This is an optimization exercise on Yosys and OpenROAD, whose aim is small area, a short achievable clock period and few clock cycles, not a production implementation.
In this exercise RTL edits were held to simulation tests only and were not proved equivalent to the original.
Power and IR drop assume default switching activity.

## gas_chamber_switch_controller
module gas_chamber_switch_controller (
  input  wire logic        clk_i,
  input  wire logic        rst_ni,
  input  wire logic        cfg_we_i,
  input  wire logic [2:0]  cfg_idx_i,
  input  wire logic [31:0] cfg_data_i,
  input  wire logic        in_valid_i,
  output logic             in_ready_o,
  input  wire logic        in_command_i,
  input  wire logic [2:0]  in_chamber_index_i,
  input  wire logic [3:0]  in_sensor_slot_i,
  input  wire logic [15:0] in_sensor_type_i,
  input  wire logic [15:0] in_voltage_i,
  input  wire logic        in_chamber_active_i,
  input  wire logic        in_last_reading_i,
  input  wire logic [31:0] in_now_ms_i,
  output logic             out_valid_o,
  input  wire logic        out_ready_i,
  output logic [2:0]       out_active_chamber_o,
  output logic             out_active_found_o,
  output logic [15:0]      out_monitored_average_o,
  output logic             out_send_command_o,
  output logic [3:0]       out_chamber_command_o
);
For scale: ~6300 cells after synthesis, ~2100 flip-flops, ~140 I/O pins.
export LEC_CHECK = 0
export CAP_MARGIN = 20
export CORE_MARGIN = 2
export CORE_UTILIZATION = 40
export CTS_CLUSTER_DIAMETER = 70
export CTS_CLUSTER_SIZE = 30
export SETUP_SLACK_MARGIN = 4.8
export SLEW_MARGIN = 20
create_clock -name core_clock -period 8.0 [get_ports {clk_i}]
run.sh (not shown) runs the stock make flow with config.mk's settings and CLKGATE_MAP_FILE= SYNTH_SCRIPT=/design/flow/synth_recipe.tcl, a recipe that flattens the netlist after the stock synthesis.
Testbench counts at the start, summed over its fixed seeds: cycles 23,192.
==> next run, changes <==
--- a/flow/design.v
+++ b/flow/design.v
@@ -219,22 +219,22 @@
   logic [3:0]  cy_q;                
   logic [15:0] m_q [4];             
   logic        fmf_q;
   logic [15:0] fmv_q;
   logic [2:0]  dc_q;                
   logic        tia_q, dual_q, umean_q;
   logic [15:0] rd_q;                
   logic        fmp_q, ad1w_q;       
   logic [1:0]  oac_q;               
   logic        rdo_q;               
-  logic [19:0] rbase_q, pbase_q;    
   logic        rfull_q, pfull_q;    
+  logic        fixr1_q, fixr2_q, fixp1_q, fixp2_q;
   logic        gtp_q;
   logic [16:0] s17_q;
   logic [1:0]  c_q, best_q, vc_q;
   logic [15:0] vq_q;
   logic        vv_q, swr_q;          
   logic        cache_q;             
   logic [16:0] minv_q;
   logic [16:0] dif_q;
   logic        gt_q;
   logic        send_q;
@@ -301,45 +301,53 @@
   logic        s2_q, s2f_q, s2last_q;
   logic        fold_q, mdiv_q, push_r_q, push_p_q;
   always_ff @(posedge clk_i or negedge rst_ni) begin
     if (!rst_ni) begin
       s2_q     <= 1'b0;
       s2f_q    <= 1'b0;
       fold_q   <= 1'b0;
       mdiv_q   <= 1'b0;
       push_r_q <= 1'b0;
       push_p_q <= 1'b0;
+      fixr1_q  <= 1'b0;
+      fixr2_q  <= 1'b0;
+      fixp1_q  <= 1'b0;
+      fixp2_q  <= 1'b0;
       s2last_q <= 1'b0;
     end else begin
       s2_q     <= scan_q;
       s2f_q    <= scan_q && (sj_q == 3'd0);
       fold_q   <= (st_d == E_FOLD);
       mdiv_q   <= (st_d == E_MDIV);
       push_r_q <= push_r;
       push_p_q <= push_p;
+      fixr1_q  <= push_r_q;
+      fixr2_q  <= fixr1_q;
+      fixp1_q  <= push_p_q;
+      fixp2_q  <= fixp1_q;
       s2last_q <= scan_q && (sj_q == nsm1_q);
     end
   end
   always_ff @(posedge clk_i) begin
     for (int c = 0; c < 4; c++) begin
       sm_q[c] <= (rdata[c][31:16] == mtype_q);
       sv_q[c] <= rdata[c][15:0];
     end
   end
   logic        tia_now;
   assign tia_now = !mt0_q && (fmf_q || sm_q[ac_q]);
   logic        push_r, push_p, do_send;
   logic [19:0] newsum_r, newsum_p;
   logic        rd_ok;
-  assign newsum_r = rbase_q + 20'(rd_q);
+  assign newsum_r = rsum_q + 20'(rd_q);
   assign rd_ok    = tia_q ? fmp_q : ad1w_q;
-  assign newsum_p = pbase_q + 20'(rd_q);
+  assign newsum_p = psum_q + 20'(rd_q);
   always_comb begin
     st_d     = st_q;
     scan_d   = scan_q;
     sj_d     = sj_q;
     push_r   = 1'b0;
     push_p   = 1'b0;
     do_send  = 1'b0;
     fin      = 1'b0;
     wd_start = 1'b0;
     wd_num   = newsum_p;
@@ -460,20 +468,22 @@
       st_q    <= st_d;
       scan_q  <= scan_d;
       sj_q    <= sj_d;
       flags_q <= flags_d;
       ov_q    <= ov_d;
       if (wd_start) wd_dest_q <= wd_dest;
       if (wd_last) begin
         if (wd_dest_q) peak_q <= wd_quo;
         else           cur_q  <= wd_quo;
       end
+      if (fixr2_q) rsum_q <= rsum_q - (rfull_q ? 20'(rwin_q[9]) : 20'd0);
+      if (fixp2_q) psum_q <= psum_q - (pfull_q ? 20'(pwin_q[9]) : 20'd0);
       if (push_r_q) begin
         rsum_q <= newsum_r;
         if (rcnt_q != 4'd10) rcnt_q <= rcnt_q + 4'd1;
       end
       if (push_p_q) begin
         psum_q <= newsum_p;
         if (pcnt_q != 4'd10) pcnt_q <= pcnt_q + 4'd1;
       end
       if (do_send) begin
         last_q <= now_q;
@@ -488,22 +498,20 @@
     if (push_r_q) begin
       rwin_q[0] <= rd_q;
       for (int i = 1; i < 10; i++) rwin_q[i] <= rwin_q[i-1];
     end
     if (push_p_q) begin
       pwin_q[0] <= rd_q;
       for (int i = 1; i < 10; i++) pwin_q[i] <= pwin_q[i-1];
     end
     rfull_q <= (rcnt_q == 4'd10);
     pfull_q <= (pcnt_q == 4'd10);
-    rbase_q <= rsum_q - (rfull_q ? 20'(rwin_q[9]) : 20'd0);
-    pbase_q <= psum_q - (pfull_q ? 20'(pwin_q[9]) : 20'd0);
   end
   always_ff @(posedge clk_i or negedge rst_ni) begin
     if (!rst_ni) begin
       oac_q   <= '0;
       found_q <= 1'b0;
       send_q  <= 1'b0;
       code_q  <= 4'd0;
     end else begin
       if (start) begin
         oac_q   <= det_ac;
What happened: The changed run completed with no timing, DRC or antenna violations; clock skew decreases by 0.012 ns; flip-flop and latch count went down by 36; design area came out lower by 0.63%; register-to-register slack stays flat; die area goes down by 0.54%; power falls by 0.74%; via count went up by 0.93%; setup slack is better by 0.072 ns; hold slack is worse by 0.051 ns; non-clock buffer count is lower by 6; cell count went down by 0.64%.
Testbench counts after the change, summed over its fixed seeds: cycles 23,192.


## S
Another version of the RTL of gas_chamber_switch_controller (not shown whole).
Size in the first run: ~6,300 cells after synthesis, roughly 140 I/O pins, ~0.094 mm² of cells after synthesis.
// gas_chamber_switch_controller
module gas_chamber_switch_controller (
  input  wire logic        clk_i,
  input  wire logic        rst_ni,
  input  wire logic        cfg_we_i,
  input  wire logic [2:0]  cfg_idx_i,
  input  wire logic [31:0] cfg_data_i,
  input  wire logic        in_valid_i,
  output logic             in_ready_o,
  input  wire logic        in_command_i,
  input  wire logic [2:0]  in_chamber_index_i,
  input  wire logic [3:0]  in_sensor_slot_i,
  input  wire logic [15:0] in_sensor_type_i,
  input  wire logic [15:0] in_voltage_i,
  input  wire logic        in_chamber_active_i,
  input  wire logic        in_last_reading_i,
  input  wire logic [31:0] in_now_ms_i,
  output logic             out_valid_o,
  input  wire logic        out_ready_i,
  output logic [2:0]       out_active_chamber_o,
  output logic             out_active_found_o,
  output logic [15:0]      out_monitored_average_o,
  output logic             out_send_command_o,
  output logic [3:0]       out_chamber_command_o
);
  typedef enum logic [4:0] {
    E_IDLE, E_SCAN, E_FOLD, E_MDIV, E_AD1, E_WDIV, E_CMP1, E_CMP2,
    E_SWW, E_PER0, E_PER1, E_PER
  } est_e;
  logic [2:0]  mode_q;
  logic [15:0] mtype_q;
  logic [31:0] min_ms_q;
  logic [15:0] decay_q;
  logic [15:0] mindiff_q;
  logic [1:0]  ncm1_q;    
  logic [2:0]  nsm1_q;    
  logic        mt0_q;     
  logic [3:0]  ns;
  logic [4:0]  ns3;
  always_ff @(posedge clk_i) begin
    ns  <= {1'b0, nsm1_q} + 4'd1;
    ns3 <= 5'({1'b0, nsm1_q} + 4'd1) + {({1'b0, nsm1_q} + 4'd1), 1'b0};
  end
  always_ff @(posedge clk_i or negedge rst_ni) begin
    if (!rst_ni) begin
      mode_q    <= gcs_pkg::MODE_NONE;
      mtype_q   <= '0;
      mt0_q     <= 1'b1;
      min_ms_q  <= '0;
      decay_q   <= '0;
  ...
export LEC_CHECK = 0
export CAP_MARGIN = 20
export CORE_MARGIN = 2
export CORE_UTILIZATION = 40
export SETUP_SLACK_MARGIN = 4.8
export SLEW_MARGIN = 20
create_clock -name core_clock -period 8.0 [get_ports {clk_i}]
Testbench counts of S, summed over its fixed seeds: cycles 23,192.
> inputs changed (S -> T)
--- a/flow/design.v
+++ b/flow/design.v
@@ -140,22 +140,20 @@
   logic [15:0] mtype_q;
   logic [31:0] min_ms_q;
   logic [15:0] decay_q;
   logic [15:0] mindiff_q;
   logic [1:0]  ncm1_q;    
   logic [2:0]  nsm1_q;    
   logic        mt0_q;     
   logic [3:0]  ns;
   logic [4:0]  ns3;
-  always_ff @(posedge clk_i) begin
-    ns  <= {1'b0, nsm1_q} + 4'd1;
-    ns3 <= 5'({1'b0, nsm1_q} + 4'd1) + {({1'b0, nsm1_q} + 4'd1), 1'b0};
-  end
+  assign ns  = {1'b0, nsm1_q} + 4'd1;
+  assign ns3 = 5'(ns) + {ns, 1'b0};
   always_ff @(posedge clk_i or negedge rst_ni) begin
     if (!rst_ni) begin
       mode_q    <= gcs_pkg::MODE_NONE;
       mtype_q   <= '0;
       mt0_q     <= 1'b1;
       min_ms_q  <= '0;
       decay_q   <= '0;
       mindiff_q <= '0;
       ncm1_q    <= 2'd3;
[summary]
- T | status: complete | timing, DRC, antenna: pass
- T: post-synthesis cell type count is 6 lower than what S reported.
- Category of the critical setup timing path = flip-flop to primary output: S; category of the critical setup timing path = flip-flop to flip-flop: T
- On share of flip-flops with an asynchronous set or reset after synthesis, S and T are neck and neck.
- The initial cell density of the core on S is in line with that on T.
- | share of the cycle needed by the critical path after routing | S vs T | ≈ equal |
- Wire length reported by the detailed router: S vs T, no meaningful difference
- On share of the core filled with cells: between S and T, it ends up lower for S.
- Summary of T over S: number of clock sinks seen by CTS shrank by 0.37%, share of synthesized area spent on multiplexers grew by 0.34 points, adder and majority gate portion of the synthesized area held steady.
Testbench counts of T, summed over its fixed seeds: cycles 23,192.

## afterwards: timing with drivers on the ports
No port has a modelled driver above. Below, the same layouts with a new extraction and two added sets of constraints.
Step 1: set_driving_cell puts a clkbuf_16 on clk_i and a buf_2 on each other input, an assumption about the parent block.
Step 2 moves the port delays by t, midway between the first and last clock arrival at a register: inputs arrive t later, outputs are due t later. That takes back most of the time a late clock gives input paths.
a / b / c = ideal / step 1 / step 2; a / b = the first two.
run | t, ns | setup slack, ns | worst hold slack (ns) | clock arrival spread, ns | worst register clock-pin slew, ns
the first run of note 1 | 0.890 | 4.802 / 4.717 / 4.006 | 0.407 / 0.407 / 0.407 | 0.068 / 0.068 | 0.11 / 0.11
the second run of note 1 | 0.911 | 4.874 / 4.788 / 4.168 | 0.355 / 0.355 / 0.355 | 0.053 / 0.053 | 0.11 / 0.11
S | 0.927 | 4.654 / 4.563 / 4.204 | 0.390 / 0.390 / 0.390 | 0.072 / 0.072 | 0.07 / 0.07
T | 0.941 | 4.648 / 4.648 / 4.107 | 0.398 / 0.398 / 0.398 | 0.061 / 0.061 | 0.07 / 0.07
After both steps setup and hold are still met in every run listed. The setup slack of the first run of note 1, which loses most, moves by -0.085 ns with the drivers and by -0.796 ns with both steps.
